This design comes from an exercise in tuning for small area and few clock cycles on the open sky130 flow, not from production work.
Only simulation tests tie the RTL to the original design; equivalence was not proved.
No activity file was given, so power comes from the tool's default toggle rates.

===== flow/design.v =====
module pipeline (
    input  logic        clock,
    input  logic        reset,
    input  logic [31:0] mem_rdata,
    output logic [1:0]  mem_command,
    output logic [31:0] mem_addr,
    output logic [31:0] mem_wdata,
    output logic        commit_valid,
    output logic        commit_wr_en,
    output logic [4:0]  commit_wr_idx,
    output logic [31:0] commit_wr_data,
    output logic [31:0] commit_npc,
    output logic [31:0] commit_inst
);
    logic [31:0] rf [1:31];  
    logic [31:0] ir;
    logic        e_valid;
    logic [31:0] m_inst;
    logic [31:0] m_result;   
    logic [31:0] m_wdata;    
    logic        m_valid;
    logic        m_wr;       
    logic        m_load;     
    logic        m_store;
    logic [31:2] m_npc;      
    logic [6:0] opcode;
    logic [2:0] funct3;
    logic [6:0] funct7;
    logic [4:0] rd, rs1, rs2;
    logic       is_reg, is_imm, is_load, is_store;
    assign opcode = ir[6:0];
    assign rd     = ir[11:7];
    assign funct3 = ir[14:12];
    assign rs1    = ir[19:15];
    assign rs2    = ir[24:20];
    assign funct7 = ir[31:25];
    always_comb begin
        is_reg = 1'b0;
        if (opcode == 7'b0110011) begin
            case ({funct7, funct3})
                {7'b0000000, 3'b000},
                {7'b0100000, 3'b000},
                {7'b0000000, 3'b111},
                {7'b0000000, 3'b110},
                {7'b0000000, 3'b100}: is_reg = 1'b1;
                default: ;
            endcase
        end
    end
    assign is_imm   = (opcode == 7'b0010011) && (funct3 == 3'b000);
    assign is_load  = (opcode == 7'b0000011) && (funct3 == 3'b010);
    assign is_store = (opcode == 7'b0100011) && (funct3 == 3'b010);
    logic b_is_reg;    
    logic s_imm;       
    logic op_sub;      
    logic op_logic;    
    assign b_is_reg = ir[5] && ir[4];
    assign s_imm    = ir[5];
    assign op_sub   = b_is_reg && ir[30];
    assign op_logic = ir[14];
    logic rd_nz;
    assign rd_nz = (rd != 5'd0);
    logic [4:0]  m_rd;
    logic [31:0] m_value;      
    logic        m_data;       
    logic [31:0] rs1_value, rs2_value;
    logic [31:0] imm;
    logic [31:0] operand_b;
    logic [31:0] sum;
    logic [31:0] alu_result;
    assign m_rd    = m_inst[11:7];
    assign m_value = m_load ? mem_rdata : m_result;
    assign m_data  = m_load || m_store;
    logic [3:0] rs1_hi, rs2_hi;
    logic [7:0] rs1_lo, rs2_lo;
    logic       fwd1, fwd2;     
    logic [31:0] rs1_read, rs2_read;
    always_comb begin
        rs1_read = '0;
        rs2_read = '0;
        for (int i = 1; i < 32; i++) begin
            rs1_read = rs1_read | ({32{rs1_hi[i / 8] && rs1_lo[i % 8]}} & rf[i]);
            rs2_read = rs2_read | ({32{rs2_hi[i / 8] && rs2_lo[i % 8]}} & rf[i]);
        end
    end
    assign rs1_value = fwd1 ? m_value : rs1_read;
    assign rs2_value = fwd2 ? m_value : rs2_read;
    assign imm = {{21{ir[31]}}, ir[30:25], s_imm ? ir[11:7] : ir[24:20]};
    assign operand_b = b_is_reg ? rs2_value : imm;
    assign sum = rs1_value + (op_sub ? ~operand_b : operand_b) + {31'd0, op_sub};
    always_comb begin
        case ({op_logic, funct3[1:0]})
            3'b111:  alu_result = rs1_value & rs2_value;
            3'b110:  alu_result = rs1_value | rs2_value;
            3'b100:  alu_result = rs1_value ^ rs2_value;
            default: alu_result = sum;
        endcase
    end
    logic [31:2] npc_next;
    assign npc_next = m_npc + 30'd1;
    always_ff @(posedge clock) begin
        if (reset) begin
            e_valid <= 1'b0;
            m_valid <= 1'b0;
            m_wr    <= 1'b0;
            m_load  <= 1'b0;
            m_store <= 1'b0;
            m_npc   <= '0;
        end else begin
            e_valid <= !m_data;    
            m_valid <= e_valid;
            m_wr    <= m_wr_next;
            m_load  <= e_valid && rd_nz && is_load;   
            m_store <= e_valid && is_store;
            if (e_valid) m_npc <= npc_next;
        end
    end
    logic m_wr_next;
    assign m_wr_next = e_valid && rd_nz && (is_reg || is_imm || is_load);
    function automatic logic [3:0] onehot4(input logic [1:0] v);
        onehot4 = 4'd1 << v;
    endfunction
    function automatic logic [7:0] onehot8(input logic [2:0] v);
        onehot8 = 8'd1 << v;
    endfunction
    always_ff @(posedge clock) begin
        rs1_hi   <= onehot4(mem_rdata[19:18]);
        rs1_lo   <= onehot8(mem_rdata[17:15]);
        rs2_hi   <= onehot4(mem_rdata[24:23]);
        rs2_lo   <= onehot8(mem_rdata[22:20]);
        fwd1     <= m_wr_next && (rd == mem_rdata[19:15]);
        fwd2     <= m_wr_next && (rd == mem_rdata[24:20]);
        ir       <= mem_rdata;
        m_inst   <= ir;
        m_result <= alu_result;
        m_wdata  <= rs2_value;
    end
    logic [31:0] rf_wdata;
    assign rf_wdata = reset ? 32'd0 : m_value;
    always_ff @(posedge clock) begin
        for (int i = 1; i < 32; i++) begin
            if (reset || (m_wr && (m_rd == 5'(i)))) rf[i] <= rf_wdata;
        end
    end
    assign mem_command = m_store ? 2'd2 : 2'd1;
    assign mem_addr    = m_data  ? m_result
                       : e_valid ? {npc_next, 2'b00} : {m_npc, 2'b00};
    assign mem_wdata   = m_wdata;
    assign commit_valid   = m_valid;
    assign commit_wr_en   = m_wr;
    assign commit_wr_idx  = m_rd;
    assign commit_wr_data = m_value;
    assign commit_npc     = {m_npc, 2'b00};
    assign commit_inst    = m_inst;
endmodule

===== flow/flow/run.sh =====
#!/bin/bash
# The standard layout, with the smallest buffer on the ports.
set -euo pipefail
export BUFFER_PORTS_ARGS="-buffer_cell sky130_fd_sc_hd__buf_1"
bash standard.sh > flow.log 2>&1

===== flow/standard.sh =====
#!/bin/bash
# synth_recipe.tcl (not shown) runs the flow's synth.tcl, then flattens the netlist and writes it again
# the make line also repeats each setting of config.mk as NAME=value (left out here)
make -C /OpenROAD-flow-scripts/flow DESIGN_CONFIG=/design/flow/config.mk WORK_HOME=/design/flow/orfs CLKGATE_MAP_FILE= SYNTH_SCRIPT=/design/flow/synth_recipe.tcl "${@:-finish}"

===== flow/config.mk =====
export PLATFORM = sky130hd
export DESIGN_NAME = pipeline
export DESIGN_NICKNAME = pipeline
export VERILOG_FILES = /design/flow/design.v
export SDC_FILE = /design/flow/constraint.sdc
export NUM_CORES = 4
export LEC_CHECK = 0
export CAP_MARGIN = 20
export CORE_MARGIN = 2
export CORE_UTILIZATION = 40
export SLEW_MARGIN = 20

===== flow/constraint.sdc =====
create_clock -name core_clock -period 5.5 [get_ports {clock}]
set_input_delay 1.1000 -clock core_clock [delete_from_list [all_inputs] [get_ports {clock}]]
set_output_delay 1.1000 -clock core_clock [all_outputs]
set_load 0.01 [all_outputs]

==> results of run 1 <==
## layout by cell type (no fill, tap or decap), types with 110 or more instances in the layout
cell type / instances
buf_1: 199
a21oi_1: 172
nand2_1: 110
nand3_1: 160
dfxtp_1: 184
a22oi_1: 492
clkbuf_16: 137
nor2_1: 206
a221oi_1: 250
nand4_1: 118
buf_4: 348
edfxtp_1: 992
a22o_1: 277
## worst max path at each step
| stage | from | end | slack, ps | cells past startpoint |
|---|---|---|---|---|
| after floorplan | rs2_hi[0] | m_result[23] | 950 | 22 |
| after global placement | rs2_hi[3] | m_result[30] | -40 | 22 |
| after detailed placement | rs2_hi[3] | m_result[30] | 70 | 22 |
| after CTS | rs2_hi[3] | m_result[30] | 60 | 22 |
| after global routing | rs2_hi[3] | m_result[30] | 1 | 22 |
| final | rs2_lo[0] | m_result[30] | 220 | 22 |
## sequential cells by signal, indices dropped and copies added, names as in the netlist
| name | count |
|---|---|
| ir | 32 |
| m_wr | 1 |
| m_load | 1 |
| m_wdata | 32 |
| m_npc | 30 |
| m_inst | 32 |
| fwd1 | 1 |
| fwd2 | 1 |
| rs1_hi | 4 |
| rs2_lo | 8 |
| m_valid | 1 |
| rf | 992 |
| rs1_lo | 8 |
| m_store | 1 |
| rs2_hi | 4 |
| e_valid | 1 |
| m_result | 32 |
## worst reg2reg max path: cells and delay by family, from the launching register on
family | cells | cell delay (ps)
fa+ha+maj | 1 | 440
buf+inv | 2 | 340
xor+xnor | 2 | 340
flops | 1 | 400
compound gates | 12 | 2410
simple gates | 5 | 1190
## final cells by class
type / count / area share [%]
clock inverters: 68 / 1.10
flip-flops and latches: 1181 / 54.7
multi-input cells: 2401 / 28.0
clock buffers: 162 / 5.79
repair buffers: 569 / 6.18
inverters: 108 / 0.660
diodes: 5 / 0.0204
well taps: 1742 / 3.55
## layer usage
layer  global-route usage (%)  vias up  part of all wire [%]
met2                     55.9     4989                    41
li1                         -    16900                     -
met4                     27.8       20                   9.0
met1                     47.4    21800                    34
met3                     15.9     1495                    16
met5                     1.34        -                  0.14
## metrics by stage
| stage | instances | setup slack [ps] | utilization (%) |
|---|---|---|---|
| 2_1_floorplan | 3989 | 947 | - |
| 4_1_cts | 6230 | 62.7 | 47.5 |
| 5_1_grt | 6231 | 1.17 | 47.5 |
| 6_report | 6236 | 222 | 47.5 |
| 3_5_place_dp | 6000 | 68.5 | 44.2 |
| 3_3_place_gp | 5998 | -43.3 | 44.2 |
## power by group
group	internal [uW]	leakage (uW)	switching (uW)
clock network	5140	0.00207	3720
logic	1450	0.00842	3310
registers	11800	0.0117	1140
## cells by family (layout without fill, tap and decap cells)
kind of cell | Yosys count | count (layout) | share of synthesized area, %
AOI/OAI and AO/OA | 1390 | 1390 | 20.2
xor gates and xnor gates | 92 | 92 | 1.55
adders and majority gates | 96 | 96 | 2.33
buffers and inverters | 407 | 907 | 3.02
DFF | 1181 | 1181 | 64.6
muxes | 35 | 35 | 0.676
other | 1 | 7 | 0.00722
and+or+nand+nor | 786 | 786 | 7.59
==> run summary, run 1 <==
FF+latch area 33600 sq um; dpl hpwl 169 mm; Vias 45200; routed wire length around 270 mm; Worst path slowest cell fa_1; ys flop type edfxtp_1; Post-synth top cells edfxtp_1, a22oi_1, a22o_1; Max rail drop VDD 0.359 mV; Yosys reg bits between 1000 and 1500; CTS resizes 0; Hold Crit Start ir[17]; P per Cell Area 433 nW/um^2; Initial Util 40.2%; clock transition at the registers of the reported paths 60 ps; # Post-CTS Setup Buffers 0; DRC Markers 0; CP bufs+invs 2; multi-input logic area between 15000 and 20000 sq um; crit path kind reg -> reg; worst r2r src rs2_lo[0]; Nets 4521; first-pass GRT wire length 355 mm; wire per inst 42.5 microns; hold depth 0; CTS H-tree depth 4; GR Util All Layers 39.0%; status no timing/DRC/antenna violations; # setup viols final 0; Post-DP Area 57100 sq um; Max Cap Viol 0; Worst-Margin Slew 1290 ps; Avg Cell Area, Syn 13.0 sq um; Detailed Route Iter0 Violations roughly 10000; # fillers 11400; DIE WIDTH ~360 microns; Area Growth Syn to Fin 18.1%; post-synthesis sequential area ratio 64.6%; mean number of vias per cell just over 7; Critical Path AT 5900 ps; Gate Count Post-Synth 3988; Crit Path Max Fanout 9; Post-synth EDFFs 992; Num CTS Buffers 130; Max-slew headroom 13.8%; CTS tree done; die area 133000 sq um; Core Area 129000 sq um; design area roughly 60000 sq um; Fin Clk Skew 34.4 ps; setup TNS 0 ps; Mapped Area around 52000 sq um; post-route ant nets 0; Hold Crit Class reg -> reg; Leak Pwr 0.0222 uW; RSZ-0062 raised after global routing no; R2R cell count 22; Root Buffer clkbuf_16; grt ovf 0; layout cells sized above 1 15.1%; worst reg2reg setup slack 220 ps; Top Ports 203; vias in the first global route 42300; Final Max Slew Viols 0; CP cell instances and2_2, a22o_1, a221oi_1, nand4_1, nor3_2, buf_4, a21oi_1, xnor2_1, a211oi_1, a21o_1, fa_1, a21oi_1, nor3_1, o31a_1, o211ai_1, nand3_1, a311oi_1, buf_4, o211ai_1, a21oi_1, xor2_1, a22oi_1; Tot Pwr 26600 uW; worst reg2reg endpoint m_result[30]; hold slack 326 ps; WHS Endpoint m_inst[17]; YS warnings 2; initial antenna violation count 13; asr flop ratio synth 0%; Die Y 364 microns; # clock sinks 1181; worst-skew pair later-pin latency roughly 800 ps; delay-heaviest family, CP compound AO/OA/AOI/OAI gates; most frequent cell after synthesis edfxtp_1; number of cell rows 132; 1st-pass router iterations 8; Tmin final between 5000 and 6000 ps; # hold bufs at CTS 0; Max Fclk ~190 MHz; endpoints failing hold 0; clock buffer depth 3; cell taking the most area after synthesis edfxtp_1; CP peak stage delay 440 ps; Worst EP required 6120 ps; RD Place Congestion just over 1; largest cells by area after synthesis edfxtp_1, dfxtp_1, a22oi_1; critical path startpoint category register; area share of the largest cell type after synthesis 57.3%; period utilization 96.0%; largest net degree at the start of global routing 64; distinct cell type count of the synthesized netlist 72; PortBufs 200; crit-path most repeated cell a21oi_1; CP endpoint kind register
Testbench counts, summed over its fixed seeds: cycles 33,162.
==> run 2, diff against run 1 <==
==> flow/run.sh (new file) <==
#!/bin/bash
# synth_recipe.tcl (not shown) runs the flow's synth.tcl, then flattens the netlist and writes it again
# the make line also repeats each setting of config.mk as NAME=value (left out here)
make -C /OpenROAD-flow-scripts/flow DESIGN_CONFIG=/design/flow/config.mk WORK_HOME=/design/flow/orfs CLKGATE_MAP_FILE= SYNTH_SCRIPT=/design/flow/synth_recipe.tcl finish
removed: flow/flow/run.sh
removed: flow/standard.sh
==> run summary, run 2 <==
status no timing/DRC/antenna violations; worst reg2reg setup slack between 150 and 200 ps; Critical Path AT 5940 ps; clock buffer depth 3; RD Place Congestion 1.02; fin util 48.3%; Area Growth Syn to Fin 19.9%; ys flop type edfxtp_1; number of cell rows about 130; Post-Synth XOR/XNOR Area 1.55%; layout cells sized above 1 14.6%; largest cells by area after synthesis edfxtp_1, dfxtp_1, a22oi_1; CTS tree done; Gate Count Post-Synth 3988; CP endpoint kind register; Worst EP required about 6100 ps; Hold Crit Class reg -> reg; Die Y 364 microns; Worst-Margin Slew 1220 ps; commonest non-fill, non-tap cell in the layout edfxtp_1; Max Cap Viol 0; period utilization a little over nine tenths; distinct cell type count of the synthesized netlist 72; initial antenna violation count 11; Avg Cell Area, Syn 13.0 sq um; Core Area 129000 sq um; Leak Pwr 0.0224 uW; Vias 45200; GR Util All Layers 37.6%; most frequent cells in the layout edfxtp_1, a22oi_1, buf_4, a22o_1, a221oi_1; # hold bufs at CTS 0; Yosys reg bits 1181; Top Ports 203; first-pass GRT wire length 344 mm; Detailed Route Iter0 Violations 10300; Max-slew headroom 18.4%; worst-skew pair later-pin latency 780 ps; post-synthesis simple-gate area fraction 7.59%; Post-synth EDFFs 992; Tmin final between 5000 and 6000 ps; Synth Area in Compound Gates 20.2%; max reg flops 992; grt ovf 0; mean number of vias per cell 7.29; cell taking the most area after synthesis edfxtp_1; Num CTS Buffers 116; Mapped Area 52000 sq um; 1st-pass router iterations 13; largest family of logic cells by synthesized area compound AO/OA/AOI/OAI gates; Top reg by flops rf; Crit Path Max Fanout 11; CTS H-tree depth 3; Post-synth top cells edfxtp_1, a22oi_1, a22o_1; # setup viols final 0; Nets 4475; YS warnings 2; endpoints failing hold 0; Final Max Slew Viols 0; wire per inst 41.5 microns; routed wire length 257 mm; post-synthesis mux area share 0.676%; most frequent cell after synthesis edfxtp_1; Initial Util roughly two fifths; post-route ant nets 0; vias in the first global route 42000; Fin Clk Skew approximately 37 ps; asr flop ratio synth 0%; largest net degree at the start of global routing 54; P per Cell Area 423 nW/um^2; Root Buffer clkbuf_16; hold slack 328 ps; crit path kind reg -> reg; area share of the largest cell type after synthesis 57.3%; clock transition at the registers of the reported paths 70 ps; PortBufs 200; post-synthesis sequential area ratio 64.6%; Max rail drop VDD 0.281 mV; Max Fclk 187 MHz; Synth Area in Adders between 2 and 2.5%; # clock sinks between 1000 and 1500; DIE WIDTH 364 microns; critical path startpoint category register; dpl hpwl 157 mm; DRC Markers 0; die area around 130000 sq um
[run 2: cell types whose count changed in the layout (fill, tap and decap cells not counted), sizes merged, moves of 4 or more]
cell and delta:
buf -230, bufinv +5, clkbuf -28, clkdlybuf4s50 +199
clkinv -4, clkinvlp +13, diode +6
[run 2: repair_timing]
action / CTS / global route
buffers inserted: 0 / 0
resized for setup: 0 / 2
endpoints found under the hold margin: 0 / 0
setup endpoints to repair: 0 / 11
[run 2: worst paths after layout]
kind              from            to  depth (start not counted)
max          rs2_lo[5]  m_result[30]                         21
min             ir[17]    m_inst[17]                          0
max reg2reg  rs2_lo[5]  m_result[30]                         21
min reg2reg     ir[17]    m_inst[17]                          0
[run 2: kinds of logic (layout without fill, tap and decap cells)]
logic type	Yosys count	after routing
AOI/OAI and AO/OA	1390	1390
DFF	1181	1181
and+or+nand+nor	786	786
buffers and inverters	407	864
adders and majority gates	96	96
xor gates and xnor gates	92	92
muxes	35	35
other	1	13
[run 2: area by class of cell]
type | instances | area, sq um
Sequential cell | 1181 | 33600
Clock buffer | 135 | 3100
Multi-Input combinational cell | 2401 | 17100
Tap cell | 1742 | 2180
Timing Repair Buffer | 537 | 4950
Clock inverter | 84 | 951
Inverter | 108 | 405
Antenna cell | 11 | 27.5
Fill cell | 11300 | 66800
[run 2: critical path: stages (launching register included)]
cell	delay [ps]
dfxtp_1	470
and2_2	490
a22o_1	260
a221oi_1	230
nand4_1	150
nor3_2	280
buf_4	190
a21oi_1	50
xnor2_1	190
a211oi_1	90
a21o_1	220
fa_1	440
a21oi_1	240
nor3_1	100
o31a_1	390
o211ai_1	200
nand3_1	180
a311oi_1	400
o211ai_1	150
a21oi_1	200
xor2_1	160
a22oi_1	80
[run 2: power by group]
part | internal [uW] | total [uW] | switching [uW]
Sequential | 11800 | 12800 | 1070
Clock | 4860 | 8590 | 3730
Combinational | 1670 | 4920 | 3250
[run 2: metal layers]
metal,routed length [microns],global-route usage [%]
met2,106000,54.8
met3,44000,16.1
met5,195,0.835
met4,22800,25.0
met1,84800,45.2
[run 2: metrics by stage]
stage	area, sq um	TNS (ps)	worst slack [ps]	power, uW	cells
6_report	62300	0	164	26300	6199
5_1_grt	62300	-49.0	-24.1	26900	6189
4_1_cts	62300	0	158	26000	6187
3_5_place_dp	58200	0	159	17600	5968
3_3_place_gp	58200	0	185	17600	5968
2_1_floorplan	52000	0	947	14700	3989
==> run 3, diff against run 2 <==
--- a/flow/design.v
+++ b/flow/design.v
@@ -83,16 +83,18 @@
             rs2_read = rs2_read | ({32{rs2_hi[i / 8] && rs2_lo[i % 8]}} & rf[i]);
         end
     end
-    assign rs1_value = fwd1 ? m_value : rs1_read;
-    assign rs2_value = fwd2 ? m_value : rs2_read;
+    assign rs1_value = rs1_read | ({32{fwd1}} & m_value);
+    assign rs2_value = rs2_read | ({32{fwd2}} & m_value);
     assign imm = {{21{ir[31]}}, ir[30:25], s_imm ? ir[11:7] : ir[24:20]};
     assign operand_b = b_is_reg ? rs2_value : imm;
-    assign sum = rs1_value + (op_sub ? ~operand_b : operand_b) + {31'd0, op_sub};
+    logic [31:0] adder_b;
+    assign adder_b = operand_b ^ {32{op_sub}};
+    assign sum = rs1_value + adder_b + {31'd0, op_sub};
     always_comb begin
         case ({op_logic, funct3[1:0]})
-            3'b111:  alu_result = rs1_value & rs2_value;
-            3'b110:  alu_result = rs1_value | rs2_value;
-            3'b100:  alu_result = rs1_value ^ rs2_value;
+            3'b111:  alu_result = rs1_value & adder_b;
+            3'b110:  alu_result = rs1_value | adder_b;
+            3'b100:  alu_result = rs1_value ^ adder_b;
             default: alu_result = sum;
         endcase
     end
@@ -117,6 +119,9 @@
     end
     logic m_wr_next;
     assign m_wr_next = e_valid && rd_nz && (is_reg || is_imm || is_load);
+    logic fwd1_next, fwd2_next;
+    assign fwd1_next = m_wr_next && (rd == mem_rdata[19:15]);
+    assign fwd2_next = m_wr_next && (rd == mem_rdata[24:20]);
     function automatic logic [3:0] onehot4(input logic [1:0] v);
         onehot4 = 4'd1 << v;
     endfunction
@@ -124,12 +129,12 @@
         onehot8 = 8'd1 << v;
     endfunction
     always_ff @(posedge clock) begin
-        rs1_hi   <= onehot4(mem_rdata[19:18]);
+        rs1_hi   <= fwd1_next ? 4'd0 : onehot4(mem_rdata[19:18]);
         rs1_lo   <= onehot8(mem_rdata[17:15]);
-        rs2_hi   <= onehot4(mem_rdata[24:23]);
+        rs2_hi   <= fwd2_next ? 4'd0 : onehot4(mem_rdata[24:23]);
         rs2_lo   <= onehot8(mem_rdata[22:20]);
-        fwd1     <= m_wr_next && (rd == mem_rdata[19:15]);
-        fwd2     <= m_wr_next && (rd == mem_rdata[24:20]);
+        fwd1     <= fwd1_next;
+        fwd2     <= fwd2_next;
         ir       <= mem_rdata;
         m_inst   <= ir;
         m_result <= alu_result;
==> flow/flow/run.sh (new file) <==
#!/bin/bash
# The standard layout, with the smallest buffer on the ports and a clock
# tree of fewer, larger sink clusters without dummy loads.
set -euo pipefail
export BUFFER_PORTS_ARGS="-buffer_cell sky130_fd_sc_hd__buf_1"
export CTS_ARGS="-sink_clustering_enable -repair_clock_nets -dont_use_dummy_load -sink_clustering_size 20 -sink_clustering_max_diameter 80"
bash standard.sh > flow.log 2>&1
==> flow/standard.sh (new file) <==
#!/bin/bash
# synth_recipe.tcl (not shown) runs the flow's synth.tcl, then flattens the netlist and writes it again
# the make line also repeats each setting of config.mk as NAME=value (left out here)
make -C /OpenROAD-flow-scripts/flow DESIGN_CONFIG=/design/flow/config.mk WORK_HOME=/design/flow/orfs CLKGATE_MAP_FILE= SYNTH_SCRIPT=/design/flow/synth_recipe.tcl "${@:-finish}"
--- a/flow/config.mk
+++ b/flow/config.mk
@@ -5,7 +5,8 @@
 export SDC_FILE = /design/flow/constraint.sdc
 export NUM_CORES = 4
 export LEC_CHECK = 0
-export CAP_MARGIN = 20
+export CAP_MARGIN = 10
 export CORE_MARGIN = 2
 export CORE_UTILIZATION = 40
-export SLEW_MARGIN = 20
+export SETUP_SLACK_MARGIN = 0.2
+export SLEW_MARGIN = 10
removed: flow/run.sh
==> run summary, run 3 <==
Avg Cell Area, Syn 13.2 sq um; Max-slew headroom under 10%; Worst-Margin Slew between 1000 and 1500 ps; mean number of vias per cell ~7.6; # hold bufs at CTS 0; post-route ant nets 0; Area Growth Syn to Fin 12.5%; switching power share of the total 32.0%; Root Buffer clkbuf_16; # clock sinks 1181; PortBufs 200; RSZ-0062 raised after global routing yes; CP cell instances and2_4, buf_4, a222oi_1, nand2_1, buf_4, xor2_1, a21o_1, ha_2, a21o_1, a21o_1, a21oi_1, o21ai_0, and2_1, o31ai_4, buf_4, nand2_1, a211oi_2, mux2i_1, nand3_1; die area 130000 sq um; DRC Markers 0; layout cells sized above 1 12.3%; cell taking the most area after synthesis edfxtp_1; GR Util All Layers 37.7%; # setup viols final 0; largest net degree at the start of global routing 64; asr flop ratio synth 0%; Tmin final approximately 5300 ps; DIE WIDTH approximately 360 microns; Gate Count Post-Synth approximately 3900; Comb power frac 19.1%; clock buffer depth 3; Max rail drop VDD approximately 0.25 mV; CTS tree done; Crit Path Max Fanout 12; clock transition at the registers of the reported paths approximately 90 ps; YS warnings 2; DP Worst Slack -213 ps; Post-DP Area 55400 sq um; Hold Crit Class reg -> reg; Net Sw Power 7130 uW; P per Cell Area 389 nW/um^2; Max Cap Viol 0; routed wire length 255 mm; Final Max Slew Viols 0; endpoints failing hold 0; grt met2 use 53.3%; Yosys reg bits 1181; Max Fclk 189 MHz; Nets 4222; dpl hpwl 154 mm; vias in the first global route 40300; Top Ports 203; Post-synth top cells edfxtp_1, a22oi_1, clkbuf_1, nand2_1, dfxtp_1; grt ovf 0; Vias about 44000; Worst path slowest cell a222oi_1; Leak Pwr roughly 0.02 uW; Detailed Route Iter0 Violations 11500; Num CTS Buffers 70; design area 57300 sq um; 1st-pass router iterations 14; met3 Track Usage GR between 10% and 20%; status no timing/DRC/antenna violations; Mapped Area around 50000 sq um; most frequent cell after synthesis edfxtp_1; critical path startpoint category register; first-pass GRT wire length between 300 and 400 mm; CP peak stage delay 1220 ps; Critical Path AT approximately 5900 ps; RD Place Congestion 1.01; Clock power frac 23.4%; area share of the largest cell type after synthesis approximately three fifths; GR peak layer met2; period utilization 96.2%; CP endpoint kind register; distinct cell type count of the synthesized netlist 73; met1 usage in global routing 45.1%; commonest non-fill, non-tap cell in the layout edfxtp_1; max reg flops around 990; Top reg by flops rf; initial antenna violation count 24; Core Area 126000 sq um; most frequent cells in the layout edfxtp_1, a22oi_1, buf_4, nand2_1, buf_1; Initial Util 40.4%; ys flop type edfxtp_1; setup slack after layout 206 ps; CTS H-tree depth 3; Fin Clk Skew 68.7 ps; Post-synth EDFFs 992; number of cell rows 130; Internal 15200 uW; largest cells by area after synthesis edfxtp_1, a22oi_1, dfxtp_1; crit path kind reg -> reg; post-synthesis sequential area ratio 65.9%; Worst EP required slightly above 6000 ps; # fillers 11200; wire per inst 44.0 microns; worst-skew pair later-pin latency approximately 700 ps; sequential power share 57.5%; Die Y 361 microns
run 3: cell count changes in the layout (fill, tap and decap cells not counted), sizes merged, moves of 64 or more:
cell / before / now
a22oi: 492 / 698
clkdlybuf4s50: 199 / 0
a22o: 277 / 112
a221oi: 250 / 95
buf: 338 / 473
nand2: 110 / 231
a21oi: 173 / 77
a222oi: 0 / 67
clkbuf: 135 / 71
nand3: 160 / 96
run 3: path summary, 6_finish.rpt:
check	from	endpoint	slack, ps	depth (start not counted)
setup / recovery	rs2_lo[3]	m_result[31]	210	19
hold / removal	ir[18]	m_inst[18]	330	0
setup reg to reg	rs2_lo[3]	m_result[31]	210	19
hold reg to reg	ir[18]	m_inst[18]	330	0
run 3: area by class of cell:
class	instances	area, sq um	share of cell area, %
clock buffer	70	1750	3.06
tap	1650	2060	3.60
sequential	1181	33600	58.6
timing repair buffer	474	3230	5.63
inverter	78	294	0.513
multi-input combinational	2317	16400	28.6
antenna	18	45.0	0.0786
run 3: timing repair:
item / CTS / global route
setup endpoints to repair: 2 / 8
buffers inserted: 0 / 3
pin swaps: 1 / 7
gates resized for setup: 2 / 24
run 3: per-stage QoR:
stage | utilization (%) | hold slack [ps] | power [uW] | setup TNS, ps | std cells
after global placement | 44.0 | 311 | 16800 | -578 | 5697
after detailed placement | 44.0 | 312 | 16800 | -273 | 5697
after CTS | 45.4 | 332 | 21800 | 0 | 5767
final | 45.5 | 332 | 22300 | 0 | 5788
after global routing | 45.4 | 337 | 22700 | 0 | 5770
after floorplan | - | 310 | 14400 | 0 | 3871
run 3: critical path, delay by kind of cell (launching register included):
family / cells / cell delay [ps]
mux: 1 / 200
xor+xnor: 1 / 130
flops: 1 / 430
fa+ha+maj: 1 / 190
simple gates: 5 / 870
compound gates: 8 / 2680
buf+inv: 3 / 660
run 3: kinds of logic (layout without fill, tap and decap cells):
family / after synthesis / in the layout / synth area share, %
other: 1 / 20 / 0.00736
and+or+nand+nor: 845 / 845 / 8.30
AOI/OAI and AO/OA: 1272 / 1272 / 18.9
DFF: 1181 / 1181 / 65.9
buffers and inverters: 373 / 622 / 2.82
adders and majority gates: 66 / 66 / 1.63
muxes: 40 / 40 / 0.876
xor gates and xnor gates: 92 / 92 / 1.58
run 3: power groups by stage:
stage,combinational (uW),clock [uW],sequential [uW]
after global routing,4320,5470,12900
after floorplan,1920,0,12500
final,4250,5210,12800
after global placement,3910,0,12900
after detailed placement,3930,0,12900
after CTS,3940,5170,12700
run 3: metal layers:
layer  wire length [microns]  vias to the layer above
li1                        -                    16100
met1                   83300                    21100
met2                  102000                     5030
met3                   46100                     1518
met4                   22600                       30
met5                     447                        -
Testbench counts of run 3, summed over its fixed seeds: cycles 33,162.
==> run 4, diff against run 3 <==
==> flow/flow/run.sh (replaced) <==
#!/bin/bash
# The standard layout, with the smallest buffer on the ports and a clock
# tree of fewer, larger sink clusters without dummy loads.
set -euo pipefail
export BUFFER_PORTS_ARGS="-buffer_cell sky130_fd_sc_hd__buf_1"
export CTS_ARGS="-sink_clustering_enable -repair_clock_nets -dont_use_dummy_load -sink_clustering_size 23 -sink_clustering_max_diameter 90"
bash standard.sh > flow.log 2>&1
==> run summary, run 4 <==
mean number of vias per cell 7.53; layout cells sized above 1 12.0%; asr flop ratio synth 0%; wire per inst 44.1 microns; RD Place Congestion 1.01; Post-Synth XOR/XNOR Area roughly 1.6%; number of cell rows 130; worst setup path start rs2_lo[6]; post-route ant nets 0; CTS tree done; Synth Area in Compound Gates 18.9%; Mapped Area 51000 sq um; CP peak stage delay 750 ps; cell taking the most area after synthesis edfxtp_1; placed cells 5697; worst-skew pair later-pin latency between 700 and 800 ps; Detailed Route Iter0 Violations between 10000 and 15000; Non-Filler Instances ~5800; post-synthesis simple-gate area fraction 8.30%; clock buffer depth 3; worst r2r src rs2_lo[6]; fin util 45.2%; DIE WIDTH around 360 microns; period utilization 95.5%; Core Area 126000 sq um; dpl hpwl 154 mm; Vias around 43000; worst reg2reg endpoint m_result[31]; Top Ports approximately 200; most frequent cell after synthesis edfxtp_1; Fin Clk Skew ~77 ps; Gate Count Post-Synth between 3000 and 4000; WHS Endpoint m_inst[17]; Hold Crit Class reg -> reg; Max rail drop VDD 0.276 mV; largest family of logic cells by synthesized area compound AO/OA/AOI/OAI gates; Post-synth EDFFs 992; commonest non-fill, non-tap cell in the layout edfxtp_1; setup TNS 0 ps; Root Buffer clkbuf_16; Max-slew headroom 5.87%; endpoints failing hold 0; Crit Path Max Fanout 17; YS warnings 2; RSZ-0062 raised after global routing yes; Num CTS Buffers between 50 and 60; Synth Area in Adders 1.63%; vias in the first global route 40200; P per Cell Area 382 nW/um^2; R2R cell count 21; Worst path slowest cell a22oi_1; most frequent cells in the layout edfxtp_1, a22oi_1, buf_4, nand2_1, buf_1; first-pass GRT wire length 338 mm; post-synthesis mux area share 0.876%; largest cells by area after synthesis edfxtp_1, a22oi_1, dfxtp_1; Area Growth Syn to Fin 11.8%; Max Cap Viol 0; Tmin final about 5300 ps; delay-heaviest family, CP compound AO/OA/AOI/OAI gates; CP cell instances and2_2, buf_4, a22oi_1, nand3_1, nor4_2, nand2_1, buf_4, xor2_1, a21o_1, ha_2, a21o_1, a21o_1, a21oi_1, o21ai_0, and2_1, o31ai_4, buf_4, nand2_1, a211oi_2, mux2i_1, nand3_1; Initial Util 40.4%; PortBufs 200; grt ovf 0; status no timing/DRC/antenna violations; crit path kind reg -> reg; hold depth 0; max reg flops 992; CP bufs+invs 3; Worst-Margin Slew 1410 ps; Die Y ~360 microns; GR Util All Layers 37.4%; distinct cell type count of the synthesized netlist 73; Leak Pwr 0.0200 uW; Top reg by flops rf; Hold Crit Start ir[17]; largest net degree at the start of global routing 64; CP endpoint kind register; worst reg2reg setup slack 250 ps; initial antenna violation count 19; routed wire length 254 mm; Max Fclk 190 MHz; # setup viols final 0; Post-synth top cells edfxtp_1, a22oi_1, clkbuf_1, nand2_1, dfxtp_1; die area approximately 130000 sq um; # clock sinks 1181; CTS H-tree depth 2; Yosys reg bits 1181; Critical Path AT 5830 ps; area share of the largest cell type after synthesis 58.4%; Nets approximately 4200; Final Max Slew Viols 0; DRC Markers 0; 1st-pass router iterations 12; ys flop type edfxtp_1; # hold bufs at CTS 0; Worst path depth 21; clock transition at the registers of the reported paths 90 ps; post-synthesis sequential area ratio 65.9%; Avg Cell Area, Syn 13.2 sq um; Worst EP required approximately 6100 ps; critical path startpoint category register
-- run 4: worst max path at each step --
stage,endpoint,slack (ps)
2_1_floorplan,m_result[30],810
3_3_place_gp,m_result[31],-320
3_5_place_dp,m_result[31],-210
4_1_cts,m_result[30],250
5_1_grt,m_result[30],60
6_report,m_result[31],250
-- run 4: layout make-up --
class,count,area (sq um)
Antenna cell,10,25.0
Clock buffer,58,1450
Fill cell,11300,69000
Inverter,78,294
Multi-Input combinational cell,2317,16400
Sequential cell,1181,33600
Tap cell,1650,2060
Timing Repair Buffer,474,3230
-- run 4: cell families after synthesis --
logic type / after synthesis
buffers and inverters: 373
multiplexers: 40
other: 1
flip-flops: 1181
XOR/XNOR: 92
adder cells (fa/ha/maj): 66
AO/OA/AOI/OAI: 1272
AND/OR/NAND/NOR: 845
-- run 4: power breakdown --
group | leakage (uW) | switching [uW] | internal (uW)
Clock | 0.000715 | 2820 | 1870
Combinational | 0.00761 | 3110 | 1130
Sequential | 0.0117 | 1060 | 11800
-- run 4: metrics by stage --
step	cell area (sq um)	hold slack, ps	setup WS [ps]	total power (uW)
floorplan	51000	310	812	14400
global placement	55400	311	-322	16800
detailed placement	55400	312	-213	16800
CTS	56900	334	254	21300
global route	57000	339	60.2	22100
finish	57000	331	249	21800
-- run 4: routing by layer --
| metal | up-vias | GRT usage, % | wire, microns |
|---|---|---|---|
| li1 | 16000 | - | - |
| met1 | 20900 | 44.5 | 82600 |
| met2 | 5016 | 53.8 | 103000 |
| met3 | 1530 | 18.2 | 46200 |
| met4 | 30 | 23.8 | 22000 |
| met5 | - | 2.03 | 656 |
-- run 4: repair_timing --
action / 4_1_cts / 5_1_grt
gates cloned: 0 / 0
buffers inserted: 0 / 3
pin swaps: 1 / 8
resized for setup: 2 / 26
endpoints found under the setup margin: 2 / 8
==> run 5, diff against run 4 <==
--- a/flow/config.mk
+++ b/flow/config.mk
@@ -5,8 +5,8 @@
 export SDC_FILE = /design/flow/constraint.sdc
 export NUM_CORES = 4
 export LEC_CHECK = 0
-export CAP_MARGIN = 10
+export CAP_MARGIN = 5
 export CORE_MARGIN = 2
 export CORE_UTILIZATION = 40
 export SETUP_SLACK_MARGIN = 0.2
-export SLEW_MARGIN = 10
+export SLEW_MARGIN = 5
==> run summary, run 5 <==
Initial Util 40.4%; dpl hpwl 154 mm; Max rail drop VDD between 0.2 and 0.3 mV; Mapped Area ~50000 sq um; Post-synth EDFFs 992; Fin Clk Skew 76.9 ps; endpoints failing hold 0; DP Worst Slack -213 ps; Core Area between 100000 and 150000 sq um; Detailed Route Iter0 Violations 11500; Post-DP Area 55400 sq um; Area Growth Syn to Fin 11.8%; largest net degree at the start of global routing 64; # setup viols final 0; PortBufs 200; clock buffer depth 3; # hold bufs at CTS 0; Root Buffer clkbuf_16; DRC Markers 0; asr flop ratio synth 0%; Top Ports 203; Tmin final about 5300 ps; 1st-pass router iterations 12; Num CTS Buffers 58; Yosys reg bits 1181; Post-Synth XOR/XNOR Area 1.58%; Tot Pwr 21800 uW; max reg flops roughly 990; Hold Crit Class reg -> reg; layout cells sized above 1 12.0%; worst-skew pair later-pin latency 740 ps; most frequent cells in the layout edfxtp_1, a22oi_1, buf_4, nand2_1, buf_1; design area 57000 sq um; Nets 4210; crit path kind reg -> reg; Worst-Margin Slew between 1000 and 1500 ps; die area about 130000 sq um; CTS tree done; most frequent cell after synthesis edfxtp_1; Avg Cell Area, Syn 13.2 sq um; Critical Path AT 5830 ps; RSZ-0062 raised after global routing yes; Post-synth top cells edfxtp_1, a22oi_1, clkbuf_1, nand2_1, dfxtp_1; post-synthesis sequential area ratio approximately 66%; fin util between 40% and 50%; Crit Path Max Fanout 17; Vias between 40000 and 50000; FF+latch area 33600 sq um; critical path startpoint category register; YS warnings 2; area share of the largest cell type after synthesis 58.4%; commonest non-fill, non-tap cell in the layout edfxtp_1; grt ovf 0; first-pass GRT wire length 338 mm; Top reg by flops rf; post-synthesis simple-gate area fraction between 8 and 9%; vias in the first global route around 40000; Max Fclk ~190 MHz; RD Place Congestion 1.01; clock transition at the registers of the reported paths 90 ps; distinct cell type count of the synthesized netlist 73; CTS H-tree depth 2; cell taking the most area after synthesis edfxtp_1; largest cells by area after synthesis edfxtp_1, a22oi_1, dfxtp_1; setup TNS 0 ps; mean number of vias per cell 7.53; multi-input logic area approximately 16000 sq um; largest family of logic cells by synthesized area compound AO/OA/AOI/OAI gates; GR Util All Layers 37.4%; ys flop type edfxtp_1; Max-slew headroom 5.87%; CP peak stage delay ~750 ps; P per Cell Area roughly 380 nW/um^2; Worst EP required 6080 ps; CP cell instances and2_2, buf_4, a22oi_1, nand3_1, nor4_2, nand2_1, buf_4, xor2_1, a21o_1, ha_2, a21o_1, a21o_1, a21oi_1, o21ai_0, and2_1, o31ai_4, buf_4, nand2_1, a211oi_2, mux2i_1, nand3_1; setup slack after layout 249 ps; Worst path slowest cell a22oi_1; Leak Pwr 0.0200 uW; Max Cap Viol 0; # clock sinks 1181; period utilization 95.5%; CP endpoint kind register; wire per inst 44.1 microns; # fillers 11300; status no timing/DRC/antenna violations; Synth Area in Adders between 1.5 and 2%; Gate Count Post-Synth 3870; post-route ant nets 0; Final Max Slew Viols 0; number of cell rows between 100 and 150; post-synthesis mux area share less than 1%; Synth Area in Compound Gates 18.9%; Die Y 361 microns; initial antenna violation count 19; DIE WIDTH 361 microns; routed wire length 254 mm
## run 5: cell counts after synthesis
Identical to the previous run, type by type.
## run 5: cells by family after synthesis
family	after synthesis
multiplexers	40
AND/OR/NAND/NOR	845
flip-flops	1181
other	1
buffers and inverters	373
AO/OA/AOI/OAI	1272
adder cells (fa/ha/maj)	66
XOR/XNOR	92
## run 5: report_power, final
group	leakage (uW)	switching, uW	internal (uW)
combinational	0.00761	3110	1130
clock	0.000715	2820	1870
sequential	0.0117	1060	11800
## run 5: critical path, delay by kind of cell (launching register included)
family,cells,cell delay (ps)
mux,1,200
buf+inv,3,680
xor+xnor,1,130
compound gates,8,2210
flops,1,450
simple gates,7,1260
fa+ha+maj,1,190
## run 5: metal layers
metal	GRT usage (%)	part of all wire, %	vias up
met3	18.2	18	1530
met4	23.8	8.7	30
li1	-	-	16000
met2	53.8	40	5016
met1	44.5	33	20900
met5	2.03	0.26	-
## run 5: area by class of cell
| cell class | instances | share of cell area, % |
|---|---|---|
| antenna | 10 | 0.0439 |
| timing repair buffer | 474 | 5.66 |
| clock buffer | 58 | 2.55 |
| inverter | 78 | 0.516 |
| multi-input combinational | 2317 | 28.7 |
| tap | 1650 | 3.62 |
| sequential | 1181 | 58.9 |
## run 5: per-stage QoR
step / hold WS (ps) / std cells
after global placement: 311 / 5697
after detailed placement: 312 / 5697
after CTS: 334 / 5755
after global routing: 339 / 5758
final: 331 / 5768
after floorplan: 310 / 3871
## run 5: repair_timing
item,4_1_cts,5_1_grt
resized for setup,2,26
setup endpoints to repair,2,8
pin swaps,1,8
setup buffers,0,3
## run 5: final timing paths
| check | cells past startpoint | slack [ps] | endpoint | from |
|---|---|---|---|---|
| worst min register to register | 0 | 330 | m_inst[17] | ir[17] |
| worst max-delay path | 21 | 250 | m_result[31] | rs2_lo[6] |
| worst min-delay path | 0 | 330 | m_inst[17] | ir[17] |
| worst max register to register | 21 | 250 | m_result[31] | rs2_lo[6] |

==> what the ideal ports hide <==
The results above use ideal ports. As a check the final layouts listed here were re-extracted and re-timed, cells and wires unchanged.
Step 1 sets driving cells, clkbuf_16 on the clock port and buf_2 on the other inputs (assumed; they add their load-dependent delay and slew).
Step 2 moves the port delays by t, midway between the first and last clock arrival at a register: inputs arrive t later, outputs are due t later. That takes back most of the time a late clock gives input paths.
a / b / c = ideal ports / drivers / drivers and shift; a / b = the first two.
run	t, ns	setup WS [ns]	worst hold slack (ns)	worst slew at a driven data input, ns	pins driven straight from the clock port
run 1	0.863	0.222 / 0.222 / 0.222	0.326 / 0.326 / 0.326	0.05	1
run 2	0.831	0.164 / 0.164 / 0.104	0.328 / 0.328 / 0.328	0.09	1
run 3	0.743	0.206 / 0.206 / 0.027	0.332 / 0.332 / 0.332	0.06	1
run 4	0.784	0.249 / 0.249 / -0.081	0.331 / 0.331 / 0.331	0.05	1
run 5	0.784	0.249 / 0.249 / -0.081	0.331 / 0.331 / 0.331	0.05	1
Met with ideal ports but missed after step 2: setup timing in run 4 and run 5.
